Source: an optimization exercise on an open RTL-to-GDS flow (aim: a short achievable clock period and few clock cycles per item). Production flows keep margins and buffers that such runs may drop.
In this exercise RTL edits were held to simulation tests only and were not proved equivalent to the original.
Power and IR drop assume default switching activity.

$ cat flow/run.sh
#!/bin/bash
# The standard layout (standard.sh, the standard flow's own ORFS flow) with three changes:
# the port buffers are regular buffers instead of the delay buffers that
# buffer_ports picks by default, timing repair may resize a cell to any drive
# strength (not only to cells of the same footprint), and antenna repair after
# detailed routing may take up to 10 rounds instead of 5.
set -euo pipefail
bash standard.sh MATCH_CELL_FOOTPRINT=0 \
  "BUFFER_PORTS_ARGS=-buffer_cell sky130_fd_sc_hd__buf_4" \
  MAX_REPAIR_ANTENNAS_ITER_DRT=10 \
  finish > standard_make.log 2>&1
$ cat standard.sh
#!/bin/bash
# synth_recipe.tcl (not shown) runs the flow's synth.tcl, then flattens the netlist and writes it again
# the make line also repeats each setting of config.mk as NAME=value (left out here)
make -C /OpenROAD-flow-scripts/flow DESIGN_CONFIG=/design/flow/config.mk WORK_HOME=/design/flow/orfs CLKGATE_MAP_FILE= SYNTH_SCRIPT=/design/flow/synth_recipe.tcl "${@:-finish}"
$ cat config.mk
export PLATFORM = sky130hd
export DESIGN_NAME = cache_top
export DESIGN_NICKNAME = cache_top
export VERILOG_FILES = /design/flow/design.v
export SDC_FILE = /design/flow/constraint.sdc
export NUM_CORES = 8
export LEC_CHECK = 0
export ABC_CLOCK_PERIOD_IN_PS = 2500
export CAP_MARGIN = 30
export CELL_PAD_IN_SITES_DETAIL_PLACEMENT = 1
export CORE_MARGIN = 2
export CORE_UTILIZATION = 46
export CTS_CLUSTER_DIAMETER = 80
export CTS_CLUSTER_SIZE = 30
export PLACE_DENSITY = 0.52
export SETUP_SLACK_MARGIN = 3.5
export SLEW_MARGIN = 40
export TNS_END_PERCENT = 10
$ cat constraint.sdc
create_clock -name core_clock -period 6.0 [get_ports {clk}]
set_input_delay 1.2000 -clock core_clock [delete_from_list [all_inputs] [get_ports {clk}]]
set_output_delay 1.2000 -clock core_clock [all_outputs]
set_load 0.01 [all_outputs]
$ cat design.v
`default_nettype none
package cache_pkg;
  localparam int WORD_SEL_BITS = $clog2(4);
  localparam int BEAT_IDX_BITS = $clog2(4);
  localparam int SET_IDX_BITS  = $clog2(8);
  localparam int TAG_BITS      = 30 - SET_IDX_BITS - BEAT_IDX_BITS - WORD_SEL_BITS;
  typedef logic [32-1:0]                     word_t;
  typedef logic [128-1:0]                     beat_t;
  typedef logic [30-1:0]                word_addr_t;
  typedef logic [30-WORD_SEL_BITS-1:0]  beat_addr_t;
  typedef logic [WORD_SEL_BITS-1:0]                  word_sel_t;
  typedef logic [BEAT_IDX_BITS-1:0]                  beat_idx_t;
  typedef logic [SET_IDX_BITS-1:0]                   set_idx_t;
  typedef logic [TAG_BITS-1:0]                       tag_t;
  typedef logic [SET_IDX_BITS+BEAT_IDX_BITS-1:0]     lane_idx_t;   
  typedef enum logic [2:0] {
    IDLE,
    LOOKUP,       
    READ,
    RESPOND,
    EVICT,
    FETCH_REQ,
    FETCH_WAIT
  } ctrl_state_t;
  function automatic logic [WORD_SEL_BITS-1:0] word_sel_of(input logic [30-1:0] addr);
    word_sel_of = addr[WORD_SEL_BITS-1:0];
  endfunction
  function automatic logic [BEAT_IDX_BITS-1:0] beat_of(input logic [30-1:0] addr);
    beat_of = addr[WORD_SEL_BITS +: BEAT_IDX_BITS];
  endfunction
  function automatic logic [SET_IDX_BITS-1:0] set_of(input logic [30-1:0] addr);
    set_of = addr[WORD_SEL_BITS+BEAT_IDX_BITS +: SET_IDX_BITS];
  endfunction
  function automatic logic [TAG_BITS-1:0] tag_of(input logic [30-1:0] addr);
    tag_of = addr[30-1 -: TAG_BITS];
  endfunction
endpackage
`default_nettype wire
`timescale 1ns/100ps
`default_nettype none
module cache_ctrl (
  input  wire logic         clk,
  input  wire logic         reset,
  input  wire logic         cpu_req_valid,
  output logic              cpu_req_ready,
  input  wire logic [29:0]  cpu_req_addr,
  input  wire logic [31:0]  cpu_req_data,
  input  wire logic         cpu_req_write,
  output logic              cpu_resp_valid,
  output logic [31:0]       cpu_resp_data,
  output logic              mem_req_valid,
  input  wire logic         mem_req_ready,
  output logic [27:0]       mem_req_addr,
  output logic              mem_req_rw,
  output logic              mem_req_data_valid,
  input  wire logic         mem_req_data_ready,
  output logic [127:0]      mem_req_data_bits,
  input  wire logic         mem_resp_valid,
  input  wire logic [127:0] mem_resp_data
);
  localparam int RN = 32;            
  localparam int RB = $clog2(RN);
  logic        a_v, sk_v, b_v;
  logic [29:0] a_addr, sk_addr, b_addr;
  logic [31:0] a_wd, sk_wd, b_wd;
  logic        a_wr, sk_wr, b_wr;
  logic        b_hit, b_pend, b_brdy, b_vd, b_wm, b_blk, b_dsw, b_chn;
  logic [7:0][22:0] tag_q;
  logic [7:0]       val_q, dirty_q, pend_q;
  logic [7:0]       chn_q;     
  logic [7:0]       blk_q;     
  logic [7:0]       chvd_q;    
  logic [7:0][3:0]  brdy_q;
  logic [7:0][15:0] wm_q;      
  logic [7:0][15:0] wm_d;
  logic [7:0][1:0]  cur_q;     
  logic [7:0]       dsw_v;     
  logic [7:0][15:0] dsw_1h;    
  logic [31:0][127:0] arr_q;
  logic [3:0][2:0]   ds_set;
  logic [3:0][22:0]  ds_tag, ds_vtag;
  logic [3:0][1:0]   ds_crit, ds_sw;
  logic [3:0][31:0]  ds_sd;
  logic [3:0]        ds_vd, ds_vb;
  logic [2:0]        aptr, fptr, rq_ptr, fl_ptr;
  logic [2:0]        dcnt;
  logic              desc_free;
  logic [1:0][511:0] vbuf_q;
  logic [1:0]        vb_full;
  logic              vb_w;
  logic [1:0]        vcnt;
  logic              vb_free;
  logic [1:0][3:0]   vb_pos;    
  logic              vb_r;      
  logic [1:0]        vb_cnt;    
  logic [1:0] rq_cnt, fl_cnt;
  logic       rq_wph, fl_last;
  logic [4:0] credit;
  logic [4:0] outst;
  logic [2:0]  ft_set;
  logic [7:0]  ft_s1h;
  logic [1:0]  ft_beat, ft_d;
  logic [127:0] fe_q;      
  logic [RN-1:0] bc_hit;   
  logic [127:0] bc_d;
  logic       cap_v, cap_slot;
  logic [1:0] cap_crit;
  logic [7:0] cap_set1h;
  logic         c_ld;
  logic [127:0] c_we;       
  logic [31:0]  c_rsel;     
  logic [3:0]   c_lsel;     
  logic [31:0]  c_wd;
  logic [RB-1:0] c_rob;
  logic         d_v;        
  logic [127:0] d_beat;
  logic [3:0]   d_lsel;
  logic [RB-1:0] d_rob;
  logic         e_v;
  logic [31:0]  e_d;
  logic [RN-1:0] e_rob1h;
  logic [RN-1:0][31:0] rob_d;
  logic [RN-1:0]       rob_rdy, rob_wt;
  logic [RN-1:0][3:0]  rob_tag;    
  logic [RN-1:0][1:0]  rob_word;
  logic [RB:0]         rob_head, rob_tail;    
  logic [RN-1:0]       rob_t1h;               
  logic [RN-1:0]       rob_h1h;               
  logic [RB:0]         rob_occ;               
  logic                rob_ok;
  logic fill_ev, fill_last_ev, pclr_ev, chn_ev, chn_cap, dfs_now;
  logic ft_chn, cap_risk, dfs_risk;
  assign ft_chn       = |(chn_q & ft_s1h);
  assign fill_ev      = mem_resp_valid;
  assign fill_last_ev = mem_resp_valid & fl_last;
  assign pclr_ev      = fill_last_ev & ~ft_chn;          
  assign chn_ev       = fill_last_ev & ft_chn;           
  assign cap_risk     = fl_last & |(chvd_q & ft_s1h);
  assign dfs_risk     = fl_last & |(dsw_v & ft_s1h);
  assign chn_cap      = mem_resp_valid & cap_risk;       
  assign dfs_now      = mem_resp_valid & dfs_risk;       
  logic [2:0]  b_set;
  logic [1:0]  b_beat, b_word;
  logic [22:0] b_tag;
  logic [22:0] b_vtag;    
  logic        b_pclr, b_chained;
  logic        go_hit, go_miss, go, stall;
  assign b_set  = b_addr[6:4];
  assign b_beat = b_addr[3:2];
  assign b_word = b_addr[1:0];
  assign b_tag  = b_addr[29:7];
  assign b_pclr    = pclr_ev & (ft_set == b_set);
  assign b_chained = b_pend & ~b_pclr;
  assign go_hit  = b_v & b_hit & rob_ok & ~(b_wr & b_blk) & ~(~b_wr & b_dsw) & ~dfs_risk;
  assign go_miss = b_v & ~b_hit & rob_ok & desc_free & (~b_vd | vb_free)
                 & (~b_pend | ~b_chn) & ~(b_vd & ~b_pend & cap_risk) & ~dfs_risk;
  assign go      = go_hit | go_miss;
  assign stall   = b_v & ~go;
  logic b_rd_ok, ld_wait;
  assign b_rd_ok = ~b_pend | b_brdy | (b_wm & ~b_blk);
  assign ld_wait = ~b_wr & (go_miss | (go_hit & ~b_rd_ok));
  logic [2:0]  a_set;
  logic [1:0]  a_beat;
  logic [22:0] a_tag;
  logic [7:0]  a_tmatch;
  logic        a_same, a_teq, a_weq, a_fs, a_chw;
  logic        n_hit, n_pend, n_brdy, n_vd, n_wm, n_blk, n_dsw, n_chn;
  assign a_set  = a_addr[6:4];
  assign a_beat = a_addr[3:2];
  assign a_tag  = a_addr[29:7];
  always_comb begin
    for (int s = 0; s < 8; s++) begin
      a_tmatch[s] = val_q[s] & (tag_q[s] == a_tag);
    end
  end
  assign a_same = a_set == b_set;
  assign a_teq  = a_tag == b_tag;
  assign a_weq  = a_addr[3:0] == b_addr[3:0];
  assign a_fs   = ft_set == a_set;
  assign a_chw  = dsw_v[a_set] & dsw_1h[a_set][a_addr[3:0]];
  always_comb begin
    n_hit  = a_tmatch[a_set];
    n_pend = pend_q[a_set] & ~(pclr_ev & a_fs);
    n_brdy = brdy_q[a_set][a_beat] | (fill_ev & ~ft_chn & a_fs & (ft_beat == a_beat));
    n_vd   = val_q[a_set] & dirty_q[a_set];
    n_wm   = (chn_ev & a_fs & blk_q[a_set]) ? a_chw : wm_q[a_set][a_addr[3:0]];
    n_blk  = blk_q[a_set] & ~(chn_ev & a_fs);
    n_chn  = chn_q[a_set] & ~(chn_ev & a_fs);
    n_dsw  = a_chw & ~(chn_ev & a_fs);
    if (a_same & go_miss) begin
      n_hit  = a_teq;
      n_pend = 1'b1;
      n_brdy = 1'b0;
      n_vd   = b_wr;
      n_wm   = b_wr & a_weq & ~(b_chained & b_vd);
      n_blk  = b_chained & b_vd;
      n_chn  = b_chained;
      n_dsw  = b_wr & a_weq & b_chained & b_vd;
    end else if (a_same & go_hit & b_wr) begin
      n_vd   = 1'b1;
      n_wm   = n_wm | a_weq;
    end
  end
  assign cpu_req_ready = ~sk_v;
  logic accept;
  assign accept = cpu_req_valid & ~sk_v;
  always_ff @(posedge clk) begin
    if (reset) begin
      a_v  <= 1'b0;
      sk_v <= 1'b0;
      b_v  <= 1'b0;
    end else if (stall) begin
      if (accept) sk_v <= 1'b1;
    end else begin
      b_v  <= a_v;
      a_v  <= sk_v | accept;
      sk_v <= 1'b0;
    end
  end
  always_ff @(posedge clk) begin
    if (stall) begin
      if (~sk_v) begin
        sk_addr <= cpu_req_addr & {30{cpu_req_valid}};
        sk_wd   <= cpu_req_data & {32{cpu_req_valid}};
        sk_wr   <= cpu_req_write & cpu_req_valid;
      end
    end else if (sk_v) begin
      a_addr <= sk_addr;
      a_wd   <= sk_wd;
      a_wr   <= sk_wr;
    end else begin
      a_addr <= cpu_req_addr;
      a_wd   <= cpu_req_data;
      a_wr   <= cpu_req_write;
    end
  end
  logic b_chw;
  assign b_chw = dsw_v[b_set] & dsw_1h[b_set][b_addr[3:0]];
  always_ff @(posedge clk) begin
    if (stall) begin
      if (pclr_ev & (ft_set == b_set)) b_pend <= 1'b0;
      if (fill_ev & ~ft_chn & (ft_set == b_set) & (ft_beat == b_beat)) b_brdy <= 1'b1;
      if (chn_ev & (ft_set == b_set)) begin
        b_blk <= 1'b0;
        b_chn <= 1'b0;
        b_dsw <= 1'b0;
        if (b_blk) b_wm <= b_chw;
      end
    end else begin
      b_addr <= a_addr;
      b_vtag <= (a_same & go_miss) ? b_tag : tag_q[a_set];
      b_wd   <= a_wd;
      b_wr   <= a_wr;
      b_hit  <= n_hit;
      b_pend <= n_pend;
      b_brdy <= n_brdy;
      b_vd   <= n_vd;
      b_wm   <= n_wm;
      b_blk  <= n_blk;
      b_chn  <= n_chn;
      b_dsw  <= n_dsw;
    end
  end
  logic [1:0]  fl_d, fl_dn, tc_beat, ta_beat, ta_d;
  logic [2:0]  tc_set, ta_set;
  logic [31:0] tc_1h, ta_1h;
  logic [4:0]  outst_n;
  assign fl_d    = fl_ptr[1:0];
  assign fl_dn   = fl_d + 2'd1;
  assign outst_n = outst + 5'(mem_req_valid & mem_req_ready & ~rq_rw_h) - 5'(mem_resp_valid);
  logic rd_acc, arm_n;
  assign rd_acc = mem_req_valid & mem_req_ready & ~rq_rw_h;
  assign arm_n  = (rd_acc & ~mem_resp_valid) |
                  (~rd_acc & mem_resp_valid & (outst != 5'd1)) |
                  (~(rd_acc ^ mem_resp_valid) & (outst != 5'd0));
  always_comb begin
    tc_set  = ds_set[fl_d];
    tc_beat = ds_crit[fl_d] + fl_cnt;
    if (fl_last) begin
      ta_d    = fl_dn;
      ta_set  = ds_set[fl_dn];
      ta_beat = ds_crit[fl_dn];
    end else begin
      ta_d    = fl_d;
      ta_set  = ds_set[fl_d];
      ta_beat = ds_crit[fl_d] + fl_cnt + 2'd1;
    end
    for (int r = 0; r < 32; r++) begin
      tc_1h[r] = {tc_set, tc_beat} == 5'(r);
      ta_1h[r] = {ta_set, ta_beat} == 5'(r);
    end
  end
  always_ff @(posedge clk) begin
    if (reset) begin
    end else begin
    end
    for (int i = 0; i < 8; i++) begin
      ft_s1h[i] <= mem_resp_valid ? (ta_set == 3'(i)) : (tc_set == 3'(i));
    end
    if (mem_resp_valid) begin
      ft_set   <= ta_set;
      ft_beat  <= ta_beat;
      ft_d     <= ta_d;
    end else begin
      ft_set   <= tc_set;
      ft_beat  <= tc_beat;
      ft_d     <= fl_d;
    end
    bc_d   <= mem_resp_data & {128{mem_resp_valid}};    
  end
  always_ff @(posedge clk) begin
    if (reset) begin
      val_q   <= '0;
      dirty_q <= '0;
      pend_q  <= '0;
      blk_q   <= '0;
      chn_q   <= '0;
      chvd_q  <= '0;
      dsw_v   <= '0;
    end else begin
      if (pclr_ev) pend_q[ft_set] <= 1'b0;
      if (chn_ev) begin
        blk_q[ft_set]  <= 1'b0;
        chn_q[ft_set]  <= 1'b0;
        chvd_q[ft_set] <= 1'b0;
        dsw_v[ft_set]  <= 1'b0;
      end
      if (go_miss) begin
        val_q[b_set]   <= 1'b1;
        dirty_q[b_set] <= b_wr;
        pend_q[b_set]  <= 1'b1;
        blk_q[b_set]   <= b_chained & b_vd;
        chn_q[b_set]   <= b_chained;
        chvd_q[b_set]  <= b_chained & b_vd;
        dsw_v[b_set]   <= b_chained & b_vd & b_wr;
      end else if (go_hit & b_wr) begin
        dirty_q[b_set] <= 1'b1;
      end
    end
  end
  logic [15:0] b_w1h;
  logic [7:0]  b_set1h, ft_set1h;
  logic        st_now, wm_clr_b;
  always_comb begin
    for (int i = 0; i < 16; i++) b_w1h[i] = b_addr[3:0] == 4'(i);
    for (int i = 0; i < 8; i++) begin
      b_set1h[i]  = b_set == 3'(i);
      ft_set1h[i] = ft_s1h[i];
    end
  end
  assign st_now   = go & b_wr & ~(go_miss & b_chained & b_vd);    
  assign wm_clr_b = go_miss & ~b_chained;
  always_ff @(posedge clk) begin
    if (fill_ev & ~ft_chn) begin
      brdy_q[ft_set][ft_beat] <= 1'b1;
    end
    if (go_miss) begin
      tag_q[b_set]  <= b_tag;
      brdy_q[b_set] <= 4'b0000;
      cur_q[b_set]  <= aptr[1:0];
      dsw_1h[b_set] <= b_w1h;
    end
    wm_q <= wm_d;
  end
  always_comb begin
    for (int s = 0; s < 8; s++) begin
      for (int i = 0; i < 16; i++) begin
        if ((st_now & b_set1h[s] & b_w1h[i]) |
            (chn_ev & ft_set1h[s] & dsw_v[s] & dsw_1h[s][i])) begin
          wm_d[s][i] = 1'b1;
        end else if ((chn_ev & ft_set1h[s] & blk_q[s]) | (wm_clr_b & b_set1h[s])) begin
          wm_d[s][i] = 1'b0;
        end else begin
          wm_d[s][i] = wm_q[s][i];
        end
      end
    end
  end
  logic [31:0] row_n;
  always_comb begin
    row_n = arm_n ? (mem_resp_valid ? ta_1h : tc_1h) : '0;
  end
  always_ff @(posedge clk) begin
    if (reset) begin
      fe_q <= '0;
      c_we <= '0;
    end else begin
      for (int r = 0; r < 32; r++) begin
        for (int w = 0; w < 4; w++) begin
          fe_q[r*4+w] <= row_n[r] & ~(wm_q[r/4][(r%4)*4+w] & ~(chn_ev & ft_set1h[r/4] & blk_q[r/4]));
          c_we[r*4+w] <= (dfs_now & dfs_rsel1h[r] & dfs_lsel1h[w]) |
                         (~dfs_now & st_now & b_rsel1h[r] & b_lsel1h[w]);
        end
      end
    end
  end
  always_ff @(posedge clk) begin
    for (int r = 0; r < 32; r++) begin
      for (int w = 0; w < 4; w++) begin
        if (c_we[r*4+w]) begin
          arr_q[r][w*32 +: 32] <= c_wd;
        end else if (fe_q[r*4+w]) begin
          arr_q[r][w*32 +: 32] <= mem_resp_data[w*32 +: 32];
        end
      end
    end
  end
  logic [127:0] c_beat;
  logic [31:0]  d_rd;
  always_comb begin
    c_beat = '0;
    for (int r = 0; r < 32; r++) begin
      c_beat = c_beat | ({128{c_rsel[r]}} & arr_q[r]);
    end
    d_rd = '0;
    for (int w = 0; w < 4; w++) begin
      d_rd = d_rd | ({32{d_lsel[w]}} & d_beat[w*32 +: 32]);
    end
  end
  logic [511:0] vic_line;
  always_comb begin
    vic_line = '0;
    for (int s = 0; s < 8; s++) begin
      vic_line = vic_line | ({512{cap_set1h[s]}} &
                 {arr_q[s*4+3], arr_q[s*4+2], arr_q[s*4+1], arr_q[s*4]});
    end
  end
  always_ff @(posedge clk) begin
    if (reset) begin
      c_ld <= 1'b0;
      d_v  <= 1'b0;
      e_v  <= 1'b0;
    end else begin
      c_ld <= go_hit & ~b_wr & b_rd_ok;
      d_v  <= c_ld;
      e_v  <= d_v;
    end
  end
  logic [31:0] b_rsel1h, dfs_rsel1h;
  logic [3:0]  b_lsel1h, dfs_lsel1h;
  always_comb begin
    for (int r = 0; r < 32; r++) begin
      b_rsel1h[r]   = b_addr[6:2] == 5'(r);
      dfs_rsel1h[r] = ft_set1h[r/4] & |(dsw_1h[r/4][(r%4)*4 +: 4]);
    end
    for (int w = 0; w < 4; w++) begin
      b_lsel1h[w]   = b_addr[1:0] == 2'(w);
      dfs_lsel1h[w] = dsw_1h[ft_set][w] | dsw_1h[ft_set][4+w] | dsw_1h[ft_set][8+w] | dsw_1h[ft_set][12+w];
    end
  end
  always_ff @(posedge clk) begin
    c_rsel <= dfs_now ? dfs_rsel1h : b_rsel1h;
    c_lsel <= dfs_now ? dfs_lsel1h : b_lsel1h;
    c_wd  <= dfs_now ? ds_sd[cur_q[ft_set]] : b_wd;
    c_rob <= rob_tail[RB-1:0];
    for (int i = 0; i < RN; i++) begin
      e_rob1h[i] <= d_rob == RB'(i);
    end
    d_beat <= c_beat;
    d_lsel <= c_lsel;
    d_rob  <= c_rob;
    e_d    <= d_rd;
  end
  logic [1:0] ad;
  logic       free_ev;
  assign ad      = aptr[1:0];
  assign free_ev = (fptr != aptr) & (fptr != rq_ptr) & (fptr != fl_ptr);
  always_ff @(posedge clk) begin
    if (reset) begin
      aptr      <= 3'd0;
      fptr      <= 3'd0;
      dcnt      <= 3'd0;
      desc_free <= 1'b1;
      cap_v     <= 1'b0;
    end else begin
      if (go_miss) aptr <= aptr + 3'd1;
      if (free_ev) fptr <= fptr + 3'd1;
      case ({go_miss, free_ev})
        2'b10: begin
          dcnt      <= dcnt + 3'd1;
          desc_free <= dcnt != 3'd3;
        end
        2'b01: begin
          dcnt      <= dcnt - 3'd1;
          desc_free <= 1'b1;
        end
        default: begin
          desc_free <= dcnt != 3'd4;
        end
      endcase
      cap_v <= (go_miss & b_vd & ~b_chained) | chn_cap;
    end
  end
  always_ff @(posedge clk) begin
    if (desc_free) begin
      ds_set[ad]  <= b_set;
      ds_tag[ad]  <= b_tag;
      ds_vtag[ad] <= b_vtag;
      ds_crit[ad] <= b_beat;
      ds_vd[ad]   <= b_vd;
      ds_vb[ad]   <= vb_w;
      ds_sw[ad]   <= b_word;
      ds_sd[ad]   <= b_wd;
    end
    if (chn_cap) begin
      cap_slot <= ds_vb[cur_q[ft_set]];
      cap_crit <= ds_crit[cur_q[ft_set]];
      for (int s = 0; s < 8; s++) begin
        cap_set1h[s] <= ft_set == 3'(s);
      end
    end else begin
      cap_slot <= vb_w;
      cap_crit <= b_beat;
      for (int s = 0; s < 8; s++) begin
        cap_set1h[s] <= b_set == 3'(s);
      end
    end
    if (cap_v) begin
      vbuf_q[cap_slot]  <= vic_line;
    end
  end
  logic        rq_ld, rq_rw_n, rq_rw_h;
  logic [27:0] rq_addr_n, rq_addr_h;
  logic req_free, rq_pend;
  logic [1:0] rq_d, rq_beat;
  assign req_free = ~mem_req_valid | mem_req_ready;
  assign rq_pend  = rq_ptr != aptr;
  assign rq_d     = rq_ptr[1:0];
  assign rq_beat  = ds_crit[rq_d] + rq_cnt;
  logic dat_acc;
  assign dat_acc = mem_req_data_valid & mem_req_data_ready;
  logic wr_issue;
  logic [4:0] credit_p1, credit_m1;
  assign credit_p1 = credit + 5'd1;
  assign credit_m1 = credit - 5'd1;
  assign wr_issue = req_free & rq_pend & rq_wph & (credit != 5'd0);
  always_ff @(posedge clk) begin
    if (reset) begin
      mem_req_valid <= 1'b0;
      rq_cnt        <= 2'd0;
      rq_wph        <= 1'b0;
      rq_ptr        <= 3'd0;
      credit        <= 5'd0;
      outst         <= 5'd0;
    end else begin
      case ({dat_acc, wr_issue})
        2'b10:   credit <= credit_p1;
        2'b01:   credit <= credit_m1;
        default: credit <= credit;
      endcase
      outst  <= outst_n;
      if (req_free) begin
        if (rq_pend) begin
          if (~rq_wph) begin
            mem_req_valid <= 1'b1;
            rq_cnt        <= rq_cnt + 2'd1;
            if (rq_cnt == 2'd3) begin
              if (ds_vd[rq_d]) rq_wph <= 1'b1;
              else rq_ptr <= rq_ptr + 3'd1;
            end
          end else if (credit != 5'd0) begin
            mem_req_valid <= 1'b1;
            rq_cnt        <= rq_cnt + 2'd1;
            if (rq_cnt == 2'd3) begin
              rq_wph <= 1'b0;
              rq_ptr <= rq_ptr + 3'd1;
            end
          end else begin
            mem_req_valid <= 1'b0;
          end
        end else begin
          mem_req_valid <= go_miss;
          if (go_miss) rq_cnt <= 2'd1;
        end
      end
    end
  end
  always_comb begin
    rq_ld = req_free;
    if (~rq_pend) begin
      rq_addr_n = {b_tag, b_set, b_beat};
      rq_rw_n   = 1'b0;
    end else if (~rq_wph) begin
      rq_addr_n = {ds_tag[rq_d], ds_set[rq_d], rq_beat};
      rq_rw_n   = 1'b0;
    end else begin
      rq_addr_n = {ds_vtag[rq_d], ds_set[rq_d], rq_beat};
      rq_rw_n   = 1'b1;
    end
  end
  always_ff @(posedge clk) begin
    if (reset) begin
      rq_addr_h <= '0;
      rq_rw_h   <= 1'b0;
    end else if (rq_ld) begin
      rq_addr_h <= rq_addr_n;
      rq_rw_h   <= rq_rw_n;
    end
    mem_req_addr <= rq_ld ? rq_addr_n : rq_addr_h;
    mem_req_rw   <= rq_ld ? rq_rw_n : rq_rw_h;
  end
  logic dat_free, dat_send, vb_done;
  logic [7:0]   dsel;        
  logic [127:0] dsel_beat, dbits_h;
  assign dat_free = ~mem_req_data_valid | mem_req_data_ready;
  assign dat_send = dat_free & vb_full[vb_r];
  assign vb_done  = dat_send & (vb_cnt == 2'd3);
  logic       vb_r_n;
  logic [1:0][3:0] vb_pos_n;
  always_comb begin
    vb_r_n = vb_done ? ~vb_r : vb_r;
    for (int k = 0; k < 2; k++) begin
      if (cap_v && cap_slot == 1'(k)) begin
        for (int b = 0; b < 4; b++) vb_pos_n[k][b] = cap_crit == 2'(b);
      end else if (dat_send && vb_r == 1'(k)) begin
        vb_pos_n[k] = {vb_pos[k][2:0], vb_pos[k][3]};
      end else begin
        vb_pos_n[k] = vb_pos[k];
      end
    end
  end
  always_comb begin
    dsel_beat = '0;
    for (int i = 0; i < 8; i++) begin
      dsel_beat = dsel_beat | ({128{dsel[i]}} & vbuf_q[i/4][(i%4)*128 +: 128]);
    end
  end
  always_ff @(posedge clk) begin
    if (reset) begin
      mem_req_data_valid <= 1'b0;
      vb_r               <= 1'b0;
      vb_cnt             <= 2'd0;
      dsel               <= '0;
      vb_full            <= 2'b00;
      vb_w               <= 1'b0;
      vcnt               <= 2'd0;
      vb_free            <= 1'b1;
    end else begin
      if (dat_free) mem_req_data_valid <= dat_send;
      if (dat_send) vb_cnt <= vb_cnt + 2'd1;
      vb_pos <= vb_pos_n;
      vb_r   <= vb_r_n;
      dsel   <= vb_r_n ? {vb_pos_n[1], 4'b0000} : {4'b0000, vb_pos_n[0]};
      if (vb_done) vb_full[vb_r] <= 1'b0;
      if (cap_v) vb_full[cap_slot] <= 1'b1;
      if (go_miss & b_vd) vb_w <= ~vb_w;
      case ({go_miss & b_vd, vb_done})
        2'b10: begin
          vcnt    <= vcnt + 2'd1;
          vb_free <= vcnt == 2'd0;
        end
        2'b01: begin
          vcnt    <= vcnt - 2'd1;
          vb_free <= 1'b1;
        end
        default: begin
          vb_free <= vcnt != 2'd2;
        end
      endcase
    end
    if (reset) dbits_h <= '0;
    else if (dat_send) dbits_h <= dsel_beat;
    mem_req_data_bits <= dat_send ? dsel_beat : dbits_h;
  end
  always_ff @(posedge clk) begin
    if (reset) begin
      fl_cnt  <= 2'd0;
      fl_last <= 1'b0;
      fl_ptr  <= 3'd0;
    end else if (mem_resp_valid) begin
      fl_cnt  <= fl_cnt + 2'd1;
      fl_last <= fl_cnt == 2'd2;
      if (fl_last) fl_ptr <= fl_ptr + 3'd1;
    end
  end
  logic rob_out;
  assign rob_out = |(rob_rdy & rob_h1h);    
  logic [31:0] rob_head_d;
  always_comb begin
    rob_head_d = '0;
    for (int i = 0; i < RN; i++) rob_head_d = rob_head_d | ({32{rob_h1h[i]}} & rob_d[i]);
  end
  logic [3:0] new_tag;
  assign new_tag = {go_miss ? aptr[1:0] : cur_q[b_set], b_beat};
  always_ff @(posedge clk) begin
    if (reset) begin
      rob_rdy        <= '0;
      rob_wt         <= '0;
      rob_head       <= '0;
      rob_h1h        <= RN'(1);
      rob_tail       <= '0;
      rob_t1h        <= RN'(1);
      rob_occ        <= '0;
      rob_ok         <= 1'b1;
      cpu_resp_valid <= 1'b0;
    end else begin
      rob_occ <= rob_tail - rob_head;
      rob_ok  <= rob_occ < (RB+1)'(RN - 3);
      if (go) begin
        rob_tail <= rob_tail + 1'b1;
        rob_t1h  <= {rob_t1h[RN-2:0], rob_t1h[RN-1]};
      end
      for (int i = 0; i < RN; i++) begin
        if (go && rob_t1h[i]) begin
          rob_rdy[i] <= b_wr;
          rob_wt[i]  <= ld_wait;
        end
        if (e_v && e_rob1h[i]) rob_rdy[i] <= 1'b1;
        if (bc_hit[i]) begin
          rob_rdy[i] <= 1'b1;
          rob_wt[i]  <= 1'b0;
        end
      end
      cpu_resp_valid <= rob_out;
      if (rob_out) begin
        for (int i = 0; i < RN; i++) if (rob_h1h[i]) rob_rdy[i] <= 1'b0;
        rob_head <= rob_head + 1'b1;
        rob_h1h  <= {rob_h1h[RN-2:0], rob_h1h[RN-1]};
      end
    end
  end
  always_ff @(posedge clk) begin
    for (int i = 0; i < RN; i++) begin
      if (rob_t1h[i]) begin
        rob_tag[i]  <= new_tag;
        rob_word[i] <= b_word;
      end
      if (e_v && e_rob1h[i]) begin
        rob_d[i] <= e_d;
      end else if (bc_hit[i]) begin
        rob_d[i] <= bc_d[rob_word[i]*32 +: 32];
      end
    end
    for (int i = 0; i < RN; i++) begin
      bc_hit[i] <= fill_ev & ((rob_wt[i] & (rob_tag[i] == {ft_d, ft_beat})) |
                              (go & rob_t1h[i] & ld_wait & (new_tag == {ft_d, ft_beat})));
    end
    cpu_resp_data <= rob_head_d;
  end
endmodule
`default_nettype wire
`timescale 1ns/100ps
`default_nettype none
module cache_top (
  input  wire logic                  clk,
  input  wire logic                  reset,
  input  wire logic                  cpu_req_valid,
  output logic                       cpu_req_ready,
  input  wire cache_pkg::word_addr_t cpu_req_addr,
  input  wire cache_pkg::word_t      cpu_req_data,
  input  wire logic                  cpu_req_write,
  output logic                       cpu_resp_valid,
  output cache_pkg::word_t           cpu_resp_data,
  output logic                       mem_req_valid,
  input  wire logic                  mem_req_ready,
  output cache_pkg::beat_addr_t      mem_req_addr,
  output logic                       mem_req_rw,
  output logic                       mem_req_data_valid,
  input  wire logic                  mem_req_data_ready,
  output cache_pkg::beat_t           mem_req_data_bits,
  input  wire logic                  mem_resp_valid,
  input  wire cache_pkg::beat_t      mem_resp_data
);
  cache_ctrl u_cache_ctrl (
    .clk                (clk),
    .reset              (reset),
    .cpu_req_valid      (cpu_req_valid),
    .cpu_req_ready      (cpu_req_ready),
    .cpu_req_addr       (cpu_req_addr),
    .cpu_req_data       (cpu_req_data),
    .cpu_req_write      (cpu_req_write),
    .cpu_resp_valid     (cpu_resp_valid),
    .cpu_resp_data      (cpu_resp_data),
    .mem_req_valid      (mem_req_valid),
    .mem_req_ready      (mem_req_ready),
    .mem_req_addr       (mem_req_addr),
    .mem_req_rw         (mem_req_rw),
    .mem_req_data_valid (mem_req_data_valid),
    .mem_req_data_ready (mem_req_data_ready),
    .mem_req_data_bits  (mem_req_data_bits),
    .mem_resp_valid     (mem_resp_valid),
    .mem_resp_data      (mem_resp_data)
  );
endmodule
`default_nettype wire
==> results.yml, run 1 <==
status:
  outcome: "finished clean"
clock_network:
  h-tree-depth: 6
  hold_buffers: 0
  cts_buffer_depth: 5
  clk_pin_slew_worst_paths_ns: 0.10
  numCtsBuffers: 578
  cts_tree: "built"
  clk_latency_ns: 1.16
  cts.sinks: 8716
  cts-root-buf: "clkbuf_16"
drt:
  drc_errors: 0
  drt_iter0_markers: 76410
  vias: 354400
  ant_nets: 0
  vias_per_cell: 8.239
  wirelength_um: 2480000
  avgRoutedWirePerCell_um: 57.67
  drtPass1Iterations: 9
sta:
  setup_viol: 0
  max_freq_mhz: 307.3
  worst_pin_slew_ns: 1.295
  timing.setup.tns_ns: 0
  max_slew_margin_pct: 13.63
  rsz0062_at_grt: "true"
  fin_ws_ns: 2.746
  finalMaxSlewViolations: 0
  hold_slack_ns: 0.3362
  skew_ns: 0.08785
  fin_crit_ns: 3.254
  final-hold-violation-count: 0
  min_period_over_period_pct: 54.23
synthesis:
  async_flop_share_pct: 0
  avgSynthCellArea_um2: 13.72
  ys_seq_area_share_pct: 57.56
  synth_cells: 31250
  synth.top_cell.area_share_pct: 50.63
  yosysWarnings: 1
  yosys_register_bits: 8716
  yosysUniqueCellTypes: 75
  synth-main-ff-cell: "edfxtp_1"
  synth_area_leader_cell: "edfxtp_1"
  synth_edf_count: 7232
  synthTopCellsByArea: "edfxtp_1 (51%), mux2_2 (14%), a22oi_1 (7.2%)"
  synth_area_um2: 428900
  synth_nets: 31510
placed_design:
  place_congestion: 1.033
  hpwl_um: 1451000
  dp_slack_ns: 1.514
  io_buffers: 389
die:
  fp-row-count: 354
  start_util_pct: 46.16
  core-area_um2: 929300
  die_x_um: 969.6
  die_area_um2: 940200
  io_pins: 390
  die_h_um: 969.6
worst_hold_path:
  hp-start: "u_cache_ctrl.c_lsel[0]"
  holdPathStages: 0
  hold-path-endpoint: "u_cache_ctrl.d_lsel[0]"
  hold_class: "register to register"
worst_setup_path:
  crit_fanout: 20
  r2r_cells: 5
  cp_common_cell: "buf_4"
  path_class: "register to register"
  arrival_ns: 4.23
  worst-path-buf-inv: 2
  r2r-start: "u_cache_ctrl.c_rsel[27]"
  r2r_setup_slack_ns: 2.75
  slowest_delay_ns: 0.96
  crit_required_ns: 6.97
  cp-start-kind: "register"
  crit_path_end_kind: "register"
  r2r-end: "u_cache_ctrl.d_beat[21]"
  crit_family: "buffers and inverters"
  path_cells: "buf_4, buf_4, a22oi_1, nand4_1, or4_1"
  slowest_stage: "dfxtp_4"
finish:
  fill_cells: 88370
  final_common_cell: "edfxtp_1"
  drive_gt1_share_pct: 34.79
  final_cell_mix: "edfxtp_1 (7232), mux2_2 (5223), a22oi_1 (4089)"
  fin_nets: 30060
  area_growth_pct: 11.04
global_route:
  overflow: 0
  first_global_vias: 325200
  grt_usage_pct: 50.35
  grt_start_max_net_pins: 162
  grt_pass1_wl_um: 3175000
  antenna_found_initial: 360
flow_run:
  max_cap_violations: 0
pwr:
  ir_drop_v: 0.0002373
  p_leak_nw: 155.0
  power.density_nw_per_um2: 319.9
-- routing by layer --
metal	global-route usage [%]	routed length, um
met5	1.685	3149
met4	39.86	243400
met3	21.92	411300
met2	68.19	988900
met1	62.38	833500
-- worst register-to-register path: stages (launching register included) --
cell and delay (ns):
dfxtp_4 0.96, buf_4 0.85, buf_4 0.56, a22oi_1 0.16, nand4_1 0.12, or4_1 0.45
-- power by group --
| group | internal (mW) | switching [mW] | total (mW) |
|---|---|---|---|
| registers | 70.1 | 6.06 | 76.2 |
| clock network | 20.8 | 25.5 | 46.3 |
| logic | 9.31 | 20.5 | 29.8 |
-- metrics by stage --
step                      cells  utilization [%]  total power, mW  instance area (um^2)
after CTS                 42280            50.59            148.4                470100
final                     43010            51.25            152.4                476300
after global placement    41000            47.75            102.0                443700
after floorplan           31250                -            87.73                429100
after detailed placement  41100            48.03            102.8                446300
after global routing      42680            51.16            153.6                475400
-- kinds of logic (layout without fill, tap and decap cells) --
family	after synthesis	in the layout	synth area share, %
xor+xnor	406	406	0.8290
simple gates	3947	3961	4.747
buf+inv	4426	3419	3.914
other cells	0	468	0
mux	6643	6643	20.69
fa+ha+maj	57	57	0.1733
compound gates	7058	7058	12.09
flops	8716	8716	57.56
-- final cells by class --
class	instances	area (um^2)	share of cell area [%]
diodes	468	1171	0.2459
clock buffers	648	15390	3.231
clock inverters	389	4676	0.9817
inverters	501	1963	0.4122
multi-input cells	18130	169000	35.48
flip-flops and latches	8716	248400	52.16
well taps	12280	15370	3.227
repair buffers	1879	20280	4.259
repair inverters	2	22.52	0.004729
-- synth_stat cells (all sizes together), types with 53 or more instances --
cell type  number
a21oi         353
a221oi        582
a22o          772
a22oi        4104
a31oi         140
and2          367
buf           451
clkbuf       3474
dfxtp        1484
edfxtp       7232
ha             53
inv           499
mux2         5226
mux2i         163
mux4         1254
nand2        1135
nand3         471
nand4         900
nor2          438
nor3           98
nor4           69
o21ai         702
o221ai         99
o22ai         141
or2           139
or4           209
xnor2         111
xor2          295
-- timing repair --
item,CTS,global route
pin swaps,51,49
endpoints found under the setup margin,4803,4979
gates resized for setup,555,479
buffers inserted,113,201
cloned,32,27
-- worst max path at each step --
| stage | from | to | cells after the start |
|---|---|---|---|
| 2_1_floorplan | u_cache_ctrl.cap_slot | register | 3 |
| 4_1_cts | u_cache_ctrl.mem_req_data_bits[52] | mem_req_data_bits[52] | 1 |
| 3_5_place_dp | mem_resp_valid | u_cache_ctrl.wm_q[87] | 6 |
| 3_3_place_gp | mem_resp_valid | u_cache_ctrl.wm_q[92] | 6 |
| 5_1_grt | u_cache_ctrl.ds_crit[6] | u_cache_ctrl.fe_q[113] | 13 |
| 6_report | u_cache_ctrl.c_rsel[27] | u_cache_ctrl.d_beat[21] | 5 |
Testbench counts, summed over its fixed seeds: cycles 17,076, ops 12,000.
==> inputs of run 2 (changes only) <==
--- a/design.v
+++ b/design.v
@@ -110,3 +110,3 @@
   logic [127:0] c_we;       
-  logic [31:0]  c_rsel;     
+  logic [1:0][31:0] c_rsel;   
   logic [3:0]   c_lsel;     
@@ -412,3 +412,3 @@
     for (int r = 0; r < 32; r++) begin
-      c_beat = c_beat | ({128{c_rsel[r]}} & arr_q[r]);
+      c_beat = c_beat | {{64{c_rsel[1][r]}} & arr_q[r][127:64], {64{c_rsel[0][r]}} & arr_q[r][63:0]};
     end
@@ -451,3 +451,4 @@
   always_ff @(posedge clk) begin
-    c_rsel <= dfs_now ? dfs_rsel1h : b_rsel1h;
+    c_rsel[0] <= b_rsel1h & {32{~b_addr[1]}};
+    c_rsel[1] <= b_rsel1h & {32{b_addr[1]}};
     c_lsel <= dfs_now ? dfs_lsel1h : b_lsel1h;
--- a/config.mk
+++ b/config.mk
@@ -12,4 +12,2 @@
 export CORE_UTILIZATION = 46
-export CTS_CLUSTER_DIAMETER = 80
-export CTS_CLUSTER_SIZE = 30
 export PLACE_DENSITY = 0.52
==> run 2 against run 1 <==
Still clean on timing, DRC and antenna. Sequential share of layout area decreased by 1.4 points. Sequential power decreased by 1%. Clock power increased by 35%.
==> results.yml, run 2 <==
status:
  outcome: "finished clean"
synthesis:
  synth.most_common_cell: "edfxtp_1"
  ys_top_cells_by_count: "edfxtp_1 (7232), mux2_2 (5231), a22oi_1 (4206), clkbuf_1 (3372), dfxtp_1 (1516)"
  synthTopCellsByArea: "edfxtp_1 (51%), mux2_2 (14%), a22oi_1 (7.3%)"
  async_flop_share_pct: 0
  avgSynthCellArea_um2: 13.80
  synth_edf_count: 7232
  synth.top_cell.area_share_pct: 50.51
  ys_seq_area_share_pct: 57.57
  yosysUniqueCellTypes: 100
  synth_area_leader_cell: "edfxtp_1"
  synth_area_um2: 429900
  yosys_register_bits: 8748
  synth_cells: 31160
  synth_nets: 31420
  yosysWarnings: 1
  synth-main-ff-cell: "edfxtp_1"
worst_setup_path:
  cp_common_cell: "buf_4"
  r2r-end: "u_cache_ctrl.d_beat[34]"
  path_cells: "buf_4, buf_4, a22oi_1, nand4_1, or4_1"
  startpoint: "u_cache_ctrl.c_rsel[11]"
  r2r_cells: 5
  slowest_delay_ns: 0.90
  cp-start-kind: "register"
  crit_required_ns: 7.00
  path_class: "register to register"
  crit_path_end_kind: "register"
  arrival_ns: 4.28
  r2r_setup_slack_ns: 2.72
  slowest_stage: "dfxtp_4"
  crit_fanout: 20
  crit_end: "u_cache_ctrl.d_beat[34]"
  r2r-start: "u_cache_ctrl.c_rsel[11]"
clock_network:
  hold_buffers: 0
  cts.sinks: 8748
  h-tree-depth: 6
  clk_latency_ns: 1.22
  cts-root-buf: "clkbuf_16"
  cts_buffer_depth: 5
  cts_tree: "built"
  numCtsBuffers: 968
  clk_pin_slew_worst_paths_ns: 0.06
global_route:
  antenna_found_initial: 396
  grt_start_max_net_pins: 135
  overflow: 0
  grt_usage_pct: 50.01
  first_global_vias: 331500
  grt_pass1_wl_um: 3171000
placed_design:
  io_buffers: 389
  hpwl_um: 1413000
  place_congestion: 1.018
  postPlaceCellArea_um2: 447500
die:
  die_h_um: 970.8
  die_x_um: 970.8
  core-area_um2: 933200
  start_util_pct: 46.07
  fp-row-count: 355
  io_pins: 390
  die_area_um2: 942400
sta:
  setup_viol: 0
  fin_crit_ns: 3.284
  max_freq_mhz: 304.5
  hold_slack_ns: 0.3003
  skew_ns: 0.09902
  min_period_over_period_pct: 54.74
  max_slew_margin_pct: 13.99
  worst_pin_slew_ns: 1.290
  final-hold-violation-count: 0
  finalMaxSlewViolations: 0
  rsz0062_at_grt: "true"
finish:
  fin_nets: 30460
  design_area_um2: 490600
  final_cell_mix: "edfxtp_1 (7232), mux2_2 (5222), a22oi_1 (4166)"
  final_common_cell: "edfxtp_1"
  area_growth_pct: 14.12
  drive_gt1_share_pct: 35.96
  fill_cells: 88400
pwr:
  seqPwrFrac_pct: 45.7
  p_leak_nw: 161.4
  combPwrFrac_pct: 16.5
  clockPowerShare_pct: 37.8
  power.density_nw_per_um2: 336.2
  p_switching_mw: 50.84
  switching_share_pct: 30.81
  power.internal_mw: 114.1
  ir_drop_v: 0.0002992
drt:
  vias: 358200
  wirelength_um: 2457000
  drc_errors: 0
  ant_nets: 0
  drtPass1Iterations: 12
  vias_per_cell: 8.123
  avgRoutedWirePerCell_um: 55.71
  drt_iter0_markers: 79170
worst_hold_path:
  hold_class: "input pin to register"
  hp-start: "cpu_req_addr[7]"
flow_run:
  max_cap_violations: 0
-- run 2: changes by cell type after synthesis, sizes merged, moves of 89 or more --
cell | before | now
nand2 | 1135 | 947
xnor2 | 111 | 245
xor2 | 295 | 163
a22oi | 4104 | 4206
clkbuf | 3474 | 3373
a22o | 772 | 861
-- run 2: logic make-up (layout without fill, tap and decap cells) --
family	Yosys count	after routing	synth area share (%)
AO/OA/AOI/OAI	7120	7126	12.27
XOR/XNOR	408	408	0.8329
adder cells (fa/ha/maj)	58	58	0.1758
buffers and inverters	4330	4181	3.858
flip-flops	8748	8748	57.57
multiplexers	6662	6662	20.63
other	0	570	0
AND/OR/NAND/NOR	3838	3851	4.667
-- run 2: power by group through the flow --
stage | Combinational, mW | Clock (mW) | Sequential (mW)
finish | 27.3 | 62.3 | 75.4
global route | 27.3 | 64.0 | 75.3
CTS | 24.9 | 61.9 | 74.9
detailed placement | 23.3 | 0 | 76.3
global placement | 22.6 | 0 | 76.3
floorplan | 13.7 | 0 | 72.8
-- run 2: worst max-delay path: cells and delay by family (launching register included) --
family	cells	cell delay, ns
AOI/OAI and AO/OA	1	0.19
buffers and inverters	2	1.37
and+or+nand+nor	2	0.58
DFF	1	0.90
-- run 2: cell type report --
| cell class | count | area [um^2] | area share, % |
|---|---|---|---|
| Clock buffer | 1441 | 28360 | 5.780 |
| Inverter | 428 | 1713 | 0.3491 |
| Sequential cell | 8748 | 249100 | 50.77 |
| Antenna cell | 570 | 1426 | 0.2907 |
| Multi-Input combinational cell | 18110 | 170200 | 34.70 |
| Timing Repair inverter | 5 | 56.30 | 0.01148 |
| Clock inverter | 362 | 3726 | 0.7594 |
| Tap cell | 12500 | 15630 | 3.186 |
| Timing Repair Buffer | 1945 | 20370 | 4.153 |
-- run 2: worst min path at each step --
| stage | end | slack, ns | cells past startpoint |
|---|---|---|---|
| 3_5_place_dp | u_cache_ctrl.d_rob[1] | 0.31 | 0 |
| 4_1_cts | u_cache_ctrl.sk_wd[22] | 0.27 | 2 |
| 5_1_grt | u_cache_ctrl.sk_addr[29] | 0.28 | 2 |
| 3_3_place_gp | u_cache_ctrl.d_lsel[2] | 0.31 | 0 |
| 6_report | u_cache_ctrl.sk_addr[7] | 0.30 | 2 |
| 2_1_floorplan | u_cache_ctrl.d_lsel[0] | 0.31 | 0 |
-- run 2: layer usage --
layer / up-vias / part of all wire, % / GRT usage (%)
met5: - / 0.14 / 1.288
met4: 214 / 9.0 / 36.42
met2: 40680 / 40 / 66.54
li1: 123300 / - / -
met3: 10560 / 17 / 23.87
met1: 183500 / 34 / 62.92
-- run 2: metrics by stage --
step | instances | setup slack, ns | TNS (ns) | util, % | total power [mW]
detailed placement | 41260 | 1.368 | 0 | 47.95 | 99.59
finish | 44100 | 2.716 | 0 | 52.57 | 165.0
global route | 43750 | 2.828 | 0 | 52.48 | 166.7
CTS | 43330 | 2.842 | 0 | 51.99 | 161.7
global placement | 41190 | 1.502 | 0 | 47.71 | 98.88
floorplan | 31160 | -2.633 | -2777.06 | - | 86.50
-- run 2: what timing repair did --
item | in CTS | in global routing
buffers inserted | 222 | 153
gates resized for setup | 737 | 450
pin swaps | 97 | 56
cloned | 41 | 16
setup endpoints to repair | 4987 | 4886
Testbench counts of run 2, summed over its fixed seeds: cycles 17,076, ops 12,000.
==> inputs of run 3 (changes only) <==
--- a/design.v
+++ b/design.v
@@ -110,3 +110,3 @@
   logic [127:0] c_we;       
-  logic [1:0][31:0] c_rsel;   
+  logic [31:0]  c_rsel;     
   logic [3:0]   c_lsel;     
@@ -144,3 +144,2 @@
   logic [22:0] b_tag;
-  logic [22:0] b_vtag;    
   logic        b_pclr, b_chained;
@@ -250,3 +249,2 @@
       b_addr <= a_addr;
-      b_vtag <= (a_same & go_miss) ? b_tag : tag_q[a_set];
       b_wd   <= a_wd;
@@ -412,3 +410,3 @@
     for (int r = 0; r < 32; r++) begin
-      c_beat = c_beat | {{64{c_rsel[1][r]}} & arr_q[r][127:64], {64{c_rsel[0][r]}} & arr_q[r][63:0]};
+      c_beat = c_beat | ({128{c_rsel[r]}} & arr_q[r]);
     end
@@ -451,4 +449,3 @@
   always_ff @(posedge clk) begin
-    c_rsel[0] <= b_rsel1h & {32{~b_addr[1]}};
-    c_rsel[1] <= b_rsel1h & {32{b_addr[1]}};
+    c_rsel <= dfs_now ? dfs_rsel1h : b_rsel1h;
     c_lsel <= dfs_now ? dfs_lsel1h : b_lsel1h;
@@ -498,3 +495,3 @@
       ds_tag[ad]  <= b_tag;
-      ds_vtag[ad] <= b_vtag;
+      ds_vtag[ad] <= tag_q[b_set];
       ds_crit[ad] <= b_beat;
==> flow/run.sh (replaced) <==
#!/bin/bash
# The standard layout (standard.sh, the standard flow's own ORFS flow) with three changes:
# the port buffers are regular buffers instead of the delay buffers that
# buffer_ports picks by default, timing repair may resize a cell to any drive
# strength (not only to cells of the same footprint), and before detailed
# placement each flip-flop that drives an output port is moved half way
# towards that port's buffer (flow/outflops.tcl).
set -euo pipefail
export OUTFLOP_ALPHA=0.5
bash standard.sh MATCH_CELL_FOOTPRINT=0 \
  "BUFFER_PORTS_ARGS=-buffer_cell sky130_fd_sc_hd__buf_4" \
  "PRE_DETAIL_PLACE_TCL=$PWD/flow/outflops.tcl" \
  finish > standard_make.log 2>&1
==> flow/outflops.tcl (new file) <==
# Move each flip-flop that drives an output port (through its port buffer)
# part of the way from the cell that drives its data input towards that
# buffer (OUTFLOP_ALPHA, 0 = unmoved, 1 = at the buffer). Runs before
# detailed placement, which legalizes the moved cells.
set block [ord::get_db_block]
set moved 0
set alpha [expr {[info exists ::env(OUTFLOP_ALPHA)] ? $::env(OUTFLOP_ALPHA) : 0.6}]
foreach bt [$block getBTerms] {
  if {[$bt getIoType] != "OUTPUT"} continue
  set pnet [$bt getNet]
  if {$pnet == "NULL"} continue
  set buf ""
  foreach it [$pnet getITerms] { if {[$it isOutputSignal]} { set buf [$it getInst] } }
  if {$buf == ""} continue
  set innet ""
  foreach it [$buf getITerms] { if {[$it isInputSignal] && [$it getNet] != "NULL" && [[$it getNet] getSigType] == "SIGNAL"} { set innet [$it getNet] } }
  if {$innet == ""} continue
  # only a net between one flop and the port buffer
  if {[llength [$innet getITerms]] != 2} continue
  set ff ""
  foreach it [$innet getITerms] { if {[$it isOutputSignal]} { set ff [$it getInst] } }
  if {$ff == ""} continue
  if {![regexp {df|edf} [[$ff getMaster] getName]]} continue
  if {[$ff getPlacementStatus] != "PLACED"} continue
  # the cell that drives the flop's data input
  set dnet ""
  foreach it [$ff getITerms] { if {[[$it getMTerm] getName] == "D"} { set dnet [$it getNet] } }
  set bl [$buf getLocation]
  set x [lindex $bl 0]; set y [lindex $bl 1]
  if {$dnet != "" && $dnet != "NULL"} {
    foreach it [$dnet getITerms] {
      if {[$it isOutputSignal]} {
        set dl [[$it getInst] getLocation]
        set x [expr {int([lindex $dl 0] + $alpha * ($x - [lindex $dl 0]))}]
        set y [expr {int([lindex $dl 1] + $alpha * ($y - [lindex $dl 1]))}]
      }
    }
  }
  $ff setLocation $x $y
  incr moved
}
puts "outflops: moved $moved flip-flops towards their port buffers"
# legalized by the detailed placement that follows
--- a/config.mk
+++ b/config.mk
@@ -12,2 +12,4 @@
 export CORE_UTILIZATION = 46
+export CTS_CLUSTER_DIAMETER = 80
+export CTS_CLUSTER_SIZE = 30
 export PLACE_DENSITY = 0.52
==> run 3 against run 2 <==
The layout now fails its checks (antenna violations). Sequential share of layout area up 0.87 points. Core utilization down 0.95 points. Combinational power up 7.7%. Register-to-register slack worse by 0.14 ns. Worst setup slack worse by 0.14 ns. Total power down 8.0%. Synthesized cell count down 0.87%. Critical path depth unchanged. Clock power down 25%. Clock skew down 0.020 ns. Via count down 0.12%. Maximum frequency down 4.1%. Largest cell class unchanged. Largest power group unchanged.
==> results.yml, run 3 <==
worst_setup_path:
  r2r_setup_slack_ns: 2.58
  path_class: "register to register"
  r2r-end: "u_cache_ctrl.d_beat[72]"
  arrival_ns: 4.40
  r2r_cells: 5
  crit_fanout: 48
  crit_required_ns: 6.97
  crit_path_end_kind: "register"
  cp-start-kind: "register"
  r2r-start: "u_cache_ctrl.c_rsel[5]"
drt:
  ant_nets: 7
  drt_iter0_markers: 82220
  drtPass1Iterations: 12
  wirelength_um: 2481000
  avgRoutedWirePerCell_um: 57.69
  drc_errors: 0
  vias_per_cell: 8.318
  vias: 357800
placed_design:
  io_buffers: 389
  placedCellCount: 40800
  postPlaceCellArea_um2: 446200
  place_congestion: 0.9989
  dp_slack_ns: 1.206
  hpwl_um: 1449000
sta:
  max_slew_margin_pct: 17.61
  min_period_over_period_pct: 57.07
  worst_pin_slew_ns: 1.233
  fin_ws_ns: 2.576
  skew_ns: 0.07941
  final-hold-violation-count: 0
  hold_slack_ns: 0.3255
  fin_crit_ns: 3.424
  max_freq_mhz: 292.0
  rsz0062_at_grt: "true"
  setup_viol: 0
  finalMaxSlewViolations: 0
  timing.setup.tns_ns: 0
global_route:
  grt_start_max_net_pins: 136
  antenna_found_initial: 412
  overflow: 0
  grt_usage_pct: 50.33
  first_global_vias: 325900
  grt_pass1_wl_um: 3168000
worst_hold_path:
  holdPathStages: 0
  hold-path-endpoint: "u_cache_ctrl.d_rob[4]"
  hp-start: "u_cache_ctrl.c_rob[4]"
  hold_class: "register to register"
synthesis:
  synth.most_common_cell: "edfxtp_1"
  yosysWarnings: 1
  yosys.area_share.adder_pct: 0.1766
  ys_seq_area_share_pct: 57.54
  synth_compound_area_share_pct: 12.25
  synth_cells: 30890
  avgSynthCellArea_um2: 13.85
  yosys.area_share.simple_pct: 4.720
  yosys_register_bits: 8693
  synth_mux_area_share_pct: 20.74
  synth_nets: 31150
  async_flop_share_pct: 0
  ys_top_cells_by_count: "edfxtp_1 (7209), mux2_2 (5215), a22oi_1 (4070), clkbuf_1 (3502), dfxtp_1 (1484)"
  synth-main-ff-cell: "edfxtp_1"
  synth.top_cell.area_share_pct: 50.60
  synth_top_family_by_area: "multiplexers"
  synthTopCellsByArea: "edfxtp_1 (51%), mux2_2 (14%), a22oi_1 (7.1%)"
  synth_area_um2: 427900
  synth_area_leader_cell: "edfxtp_1"
  yosysUniqueCellTypes: 77
  synth_edf_count: 7209
  synthXorXnorAreaFrac_pct: 0.8311
finish:
  final_common_cell: "edfxtp_1"
  fin_nets: 29880
  finalCoreUtilization_pct: 51.63
  fill_cells: 87860
  regArea_um2: 247400
  drive_gt1_share_pct: 35.92
  instances_no_fill: 43010
  final_cell_mix: "edfxtp_1 (7209), mux2_2 (5214), a22oi_1 (4054)"
  design_area_um2: 479100
  area_growth_pct: 11.97
  multi_input_area_um2: 170700
die:
  io_pins: 390
  die_area_um2: 937900
  core-area_um2: 927900
  fp-row-count: 354
  die_x_um: 968.4
  start_util_pct: 46.11
  die_h_um: 968.4
pwr:
  power_mw: 151.7
  power.internal_mw: 100.8
  ir_drop_v: 0.0002539
  switching_share_pct: 33.52
  p_leak_nw: 155.3
  clockPowerShare_pct: 30.8
  power.density_nw_per_um2: 316.7
  combPwrFrac_pct: 19.4
  p_switching_mw: 50.85
  seqPwrFrac_pct: 49.8
clock_network:
  cts.sinks: 8693
  numCtsBuffers: 579
  h-tree-depth: 6
  clk_latency_ns: 1.16
  cts_tree: "built"
  cts-root-buf: "clkbuf_16"
  hold_buffers: 0
  cts_buffer_depth: 5
  clk_pin_slew_worst_paths_ns: 0.11
status:
  outcome: "finished with violations"
  so.violations: "antenna violations"
flow_run:
  max_cap_violations: 0
==> run 3: cell types whose count changed after synthesis, sizes merged, moves of 71 or more <==
cell,before,now
nand3,463,555
nand2,947,876
a22oi,4206,4070
o21ai,619,482
clkbuf,3373,3502
inv,423,322
a221o,0,128
buf,529,412
==> run 3: critical path, stage by stage (launching register included) <==
cell and delay (ns):
dfxtp_4 0.84, buf_12 0.55, buf_4 0.65, a22oi_1 0.26
nand4_1 0.13, or4_1 0.53
==> run 3: per-layer routing <==
| metal | vias to the layer above | wire length [um] | track usage (%) |
|---|---|---|---|
| met5 | - | 2320 | 1.001 |
| met4 | 180 | 222300 | 34.34 |
| met3 | 10740 | 456600 | 26.50 |
| met2 | 41470 | 961000 | 66.46 |
| met1 | 183500 | 839000 | 63.10 |
| li1 | 121800 | - | - |
==> run 3: area by class of cell <==
| cell class | count | share of cell area (%) |
|---|---|---|
| Antenna cell | 648 | 0.3385 |
| Sequential cell | 8693 | 51.65 |
| Clock buffer | 654 | 3.243 |
| Clock inverter | 380 | 0.9825 |
| Timing Repair inverter | 4 | 0.009925 |
| Timing Repair Buffer | 2039 | 4.650 |
| Inverter | 326 | 0.2808 |
| Tap cell | 12280 | 3.208 |
| Multi-Input combinational cell | 17990 | 35.64 |
==> run 3: how the worst max path moves through the flow <==
stage,slack (ns),end,startpoint
floorplan,-2.63,register,u_cache_ctrl.cap_slot
global placement,1.51,u_cache_ctrl.c_we[127],mem_resp_valid
detailed placement,1.21,u_cache_ctrl.dbits_h[49],mem_req_data_ready
CTS,2.88,mem_req_data_bits[58],u_cache_ctrl.mem_req_data_bits[58]
global route,2.87,u_cache_ctrl.fe_q[28],u_cache_ctrl.fl_ptr[0]
finish,2.58,u_cache_ctrl.d_beat[72],u_cache_ctrl.c_rsel[5]
==> run 3: timing repair <==
action | 4_1_cts | 5_1_grt
resized for setup | 396 | 776
endpoints found under the setup margin | 4806 | 4474
gates cloned | 58 | 37
setup buffers | 147 | 251
pin swaps | 81 | 136
==> run 3: cells by family (layout without fill, tap and decap cells) <==
kind of cell             Yosys count  after routing
multiplexers                    6641           6641
buffers and inverters           4240           3403
XOR/XNOR                         406            406
AO/OA/AOI/OAI                   7017           7024
AND/OR/NAND/NOR                 3839           3857
flip-flops                      8693           8693
other                              0            648
adder cells (fa/ha/maj)           58             58
==> run 3: power groups by stage <==
stage               registers [mW]  logic [mW]  clock network (mW)
floorplan                     72.6        14.3                   0
global placement              76.7        23.9                   0
CTS                           75.0        25.9                46.2
detailed placement            76.4        25.0                   0
global route                  75.5        29.3                48.0
finish                        75.6        29.4                46.7
Testbench counts of run 3, summed over its fixed seeds: cycles 17,076, ops 12,000.
==> inputs of run 4 (changes only) <==
--- a/design.v
+++ b/design.v
@@ -110,3 +110,3 @@
   logic [127:0] c_we;       
-  logic [31:0]  c_rsel;     
+  logic [1:0][31:0] c_rsel;   
   logic [3:0]   c_lsel;     
@@ -144,2 +144,3 @@
   logic [22:0] b_tag;
+  logic [22:0] b_vtag;    
   logic        b_pclr, b_chained;
@@ -249,2 +250,3 @@
       b_addr <= a_addr;
+      b_vtag <= (a_same & go_miss) ? b_tag : tag_q[a_set];
       b_wd   <= a_wd;
@@ -410,3 +412,3 @@
     for (int r = 0; r < 32; r++) begin
-      c_beat = c_beat | ({128{c_rsel[r]}} & arr_q[r]);
+      c_beat = c_beat | {{64{c_rsel[1][r]}} & arr_q[r][127:64], {64{c_rsel[0][r]}} & arr_q[r][63:0]};
     end
@@ -449,3 +451,4 @@
   always_ff @(posedge clk) begin
-    c_rsel <= dfs_now ? dfs_rsel1h : b_rsel1h;
+    c_rsel[0] <= b_rsel1h & {32{~b_addr[1]}};
+    c_rsel[1] <= b_rsel1h & {32{b_addr[1]}};
     c_lsel <= dfs_now ? dfs_lsel1h : b_lsel1h;
@@ -495,3 +498,3 @@
       ds_tag[ad]  <= b_tag;
-      ds_vtag[ad] <= tag_q[b_set];
+      ds_vtag[ad] <= b_vtag;
       ds_crit[ad] <= b_beat;
==> flow/run.sh (replaced) <==
#!/bin/bash
# The standard layout (standard.sh, the standard flow's own ORFS flow) with four changes:
# the port buffers are regular buffers instead of the delay buffers that
# buffer_ports picks by default; timing repair may resize a cell to any drive
# strength (not only to cells of the same footprint); before detailed
# placement each output port's buffer is moved next to its port and the
# flip-flop that drives it most of the way there (flow/outflops.tcl); and
# antenna repair after detailed routing may take up to 10 rounds instead of 5.
set -euo pipefail
export OUTFLOP_ALPHA=0.7
bash standard.sh MATCH_CELL_FOOTPRINT=0 \
  "BUFFER_PORTS_ARGS=-buffer_cell sky130_fd_sc_hd__buf_4" \
  "PRE_DETAIL_PLACE_TCL=$PWD/flow/outflops.tcl" \
  MAX_REPAIR_ANTENNAS_ITER_DRT=10 \
  finish > standard_make.log 2>&1
--- a/flow/outflops.tcl
+++ b/flow/outflops.tcl
@@ -1,6 +1,9 @@
-# Move each flip-flop that drives an output port (through its port buffer)
-# part of the way from the cell that drives its data input towards that
-# buffer (OUTFLOP_ALPHA, 0 = unmoved, 1 = at the buffer). Runs before
-# detailed placement, which legalizes the moved cells.
+# Move each output port's buffer next to the port, and the flip-flop that
+# drives it part of the way from the cell that drives the flip-flop's data
+# input towards the port (OUTFLOP_ALPHA, 0 = unmoved, 1 = at the port). Runs
+# before detailed placement, which legalizes the moved cells.
 set block [ord::get_db_block]
+set core [$block getCoreArea]
+set cx0 [$core xMin]; set cx1 [expr {[$core xMax] - 20000}]
+set cy0 [$core yMin]; set cy1 [expr {[$core yMax] - 3000}]
 set moved 0
@@ -27,4 +30,6 @@
   foreach it [$ff getITerms] { if {[[$it getMTerm] getName] == "D"} { set dnet [$it getNet] } }
-  set bl [$buf getLocation]
-  set x [lindex $bl 0]; set y [lindex $bl 1]
+  set pb [$bt getBBox]
+  set x [expr {max($cx0, min($cx1, ([$pb xMin] + [$pb xMax]) / 2))}]
+  set y [expr {max($cy0, min($cy1, ([$pb yMin] + [$pb yMax]) / 2))}]
+  $buf setLocation $x $y
   if {$dnet != "" && $dnet != "NULL"} {
@@ -38,6 +43,6 @@
   }
-  $ff setLocation $x $y
+  $ff setLocation [expr {max($cx0, min($cx1, $x))}] [expr {max($cy0, min($cy1, $y))}]
   incr moved
 }
-puts "outflops: moved $moved flip-flops towards their port buffers"
+puts "outflops: moved $moved port buffers and flip-flops towards their ports"
 # legalized by the detailed placement that follows
==> run 4 against run 3 <==
Now clean on timing, DRC and antenna. Global-route usage down 0.60 points. Synthesized cell count is 0.87% higher. Highest routed layer unchanged. Register-to-register slack better by 0.27 ns. Sequential share of layout area is 0.21 points higher. Wire length fell by 1.3%. Cell count increased by 0.88%. Flip-flop and latch count increased by 55. Maximum frequency up 8.7%.
==> results.yml, run 4 <==
status:
  outcome: "finished clean"
synthesis:
  synth_edf_count: 7232
  synthTopCellsByArea: "edfxtp_1 (51%), mux2_2 (14%), a22oi_1 (7.3%)"
  synth_cells: 31160
  synth.top_cell.area_share_pct: 50.51
  yosys_register_bits: 8748
  synth-main-ff-cell: "edfxtp_1"
  async_flop_share_pct: 0
  yosys.area_share.adder_pct: 0.1758
  synth_compound_area_share_pct: 12.27
  yosysWarnings: 1
  yosys.area_share.simple_pct: 4.667
  synth_nets: 31420
  synthXorXnorAreaFrac_pct: 0.8329
  synth_top_family_by_area: "multiplexers"
  synth_area_um2: 429900
  ys_seq_area_share_pct: 57.57
sta:
  final-hold-violation-count: 0
  finalMaxSlewViolations: 0
  rsz0062_at_grt: "true"
  max_freq_mhz: 317.3
  min_period_over_period_pct: 52.52
  hold_slack_ns: 0.3339
  worst_pin_slew_ns: 1.283
  max_slew_margin_pct: 14.47
  skew_ns: 0.07034
finish:
  multi_input_area_um2: 171000
  regArea_um2: 248900
  fin_nets: 30100
  final_cell_mix: "edfxtp_1 (7232), mux2_2 (5220), a22oi_1 (4178)"
  area_growth_pct: 11.65
  instances_no_fill: 43390
  design_area_um2: 480000
die:
  start_util_pct: 46.07
  die_h_um: 970.8
  die_area_um2: 942400
  fp-row-count: 355
  core-area_um2: 933200
clock_network:
  cts_buffer_depth: 5
  cts.sinks: 8748
  cts-root-buf: "clkbuf_16"
  clk_pin_slew_worst_paths_ns: 0.09
flow_run:
  max_cap_violations: 0
worst_setup_path:
  path_class: "register to register"
  crit_required_ns: 6.85
  r2r-start: "u_cache_ctrl.c_rsel[21]"
  r2r-end: "u_cache_ctrl.d_beat[19]"
  path_cells: "buf_12, a22o_1, a221oi_1, nand3_1, or4_1"
  r2r_setup_slack_ns: 2.85
  cp-start-kind: "register"
  r2r_cells: 5
drt:
  drtPass1Iterations: 13
  drt_iter0_markers: 81140
  wirelength_um: 2450000
  avgRoutedWirePerCell_um: 56.46
  vias_per_cell: 8.213
global_route:
  overflow: 0
  first_global_vias: 328000
  grt_usage_pct: 49.73
  antenna_found_initial: 414
  grt_start_max_net_pins: 135
pwr:
  p_leak_nw: 155.6
  power.density_nw_per_um2: 310.6
  ir_drop_v: 0.0002588
worst_hold_path:
  hp-start: "u_cache_ctrl.c_lsel[2]"
  hold-path-endpoint: "u_cache_ctrl.d_lsel[2]"
  hold_class: "register to register"
placed_design:
  place_congestion: 1.018
  placedCellCount: 41260
  hpwl_um: 1413000
  postPlaceCellArea_um2: 447500
==> run 4: critical path: cells and delay by family, from the launching register on <==
kind	cells	cell delay, ns
compound gates	2	0.60
buf+inv	1	0.36
flops	1	0.55
simple gates	2	1.01
==> run 4: kinds of logic after synthesis <==
family	after synthesis
buf+inv	4330
fa+ha+maj	58
flops	8748
xor+xnor	408
compound gates	7120
mux	6662
simple gates	3838
==> run 4: report_power, final <==
group / total, mW / switching (mW) / internal (mW)
Sequential: 75.2 / 5.02 / 70.2
Clock: 46.2 / 25.5 / 20.8
Combinational: 27.7 / 19.0 / 8.71
==> run 4: per-stage QoR <==
| step | setup TNS [ns] | power [mW] | utilization (%) |
|---|---|---|---|
| global placement | 0 | 98.88 | 47.71 |
| finish | 0 | 149.1 | 51.44 |
| global route | 0 | 150.5 | 51.34 |
| floorplan | -2777.06 | 86.50 | - |
| CTS | 0 | 145.4 | 50.73 |
| detailed placement | 0 | 99.59 | 47.95 |
==> run 4: how the worst max path moves through the flow <==
stage | cells after the start | end | startpoint | slack (ns)
floorplan | 3 | register | u_cache_ctrl.cap_slot | -2.63
finish | 5 | u_cache_ctrl.d_beat[19] | u_cache_ctrl.c_rsel[21] | 2.85
global placement | 7 | u_cache_ctrl.wm_q[51] | mem_resp_valid | 1.50
CTS | 7 | u_cache_ctrl.b_wm | u_cache_ctrl.b_addr[0] | 2.94
global route | 13 | u_cache_ctrl.fe_q[51] | u_cache_ctrl.ds_crit[0] | 2.91
detailed placement | 9 | u_cache_ctrl.dbits_h[120] | mem_req_data_ready | 0.69
==> run 4: area by class of cell <==
type | instances | area share, %
tap | 12500 | 3.257
timing repair buffer | 1990 | 4.450
clock buffer | 631 | 3.133
antenna | 597 | 0.3112
inverter | 428 | 0.3561
timing repair inverter | 5 | 0.01225
sequential | 8748 | 51.86
clock inverter | 394 | 1.011
multi-input combinational | 18100 | 35.62
==> run 4: per-layer routing <==
metal  track usage (%)  wire [um]  part of all wire (%)
met1             62.92     836700                    34
met2             66.69     971300                    40
met3             23.01     421200                    17
met4             35.35     217100                   8.9
met5             1.539       3369                  0.14
==> run 4: what timing repair did <==
action,in CTS,in global routing
pin swaps,65,44
resized for setup,651,484
buffers inserted,235,180
endpoints found under the setup margin,4996,4934
gates cloned,41,21
Testbench counts of run 4, summed over its fixed seeds: cycles 17,076, ops 12,000.

Check on run 4: ideal ports give 2.849 ns setup slack; a clkbuf_16 on the clock port and buf_2 on the inputs give 2.849 ns; moving port delays by the midpoint clock arrival (1.278 ns) as well gives 1.920 ns.
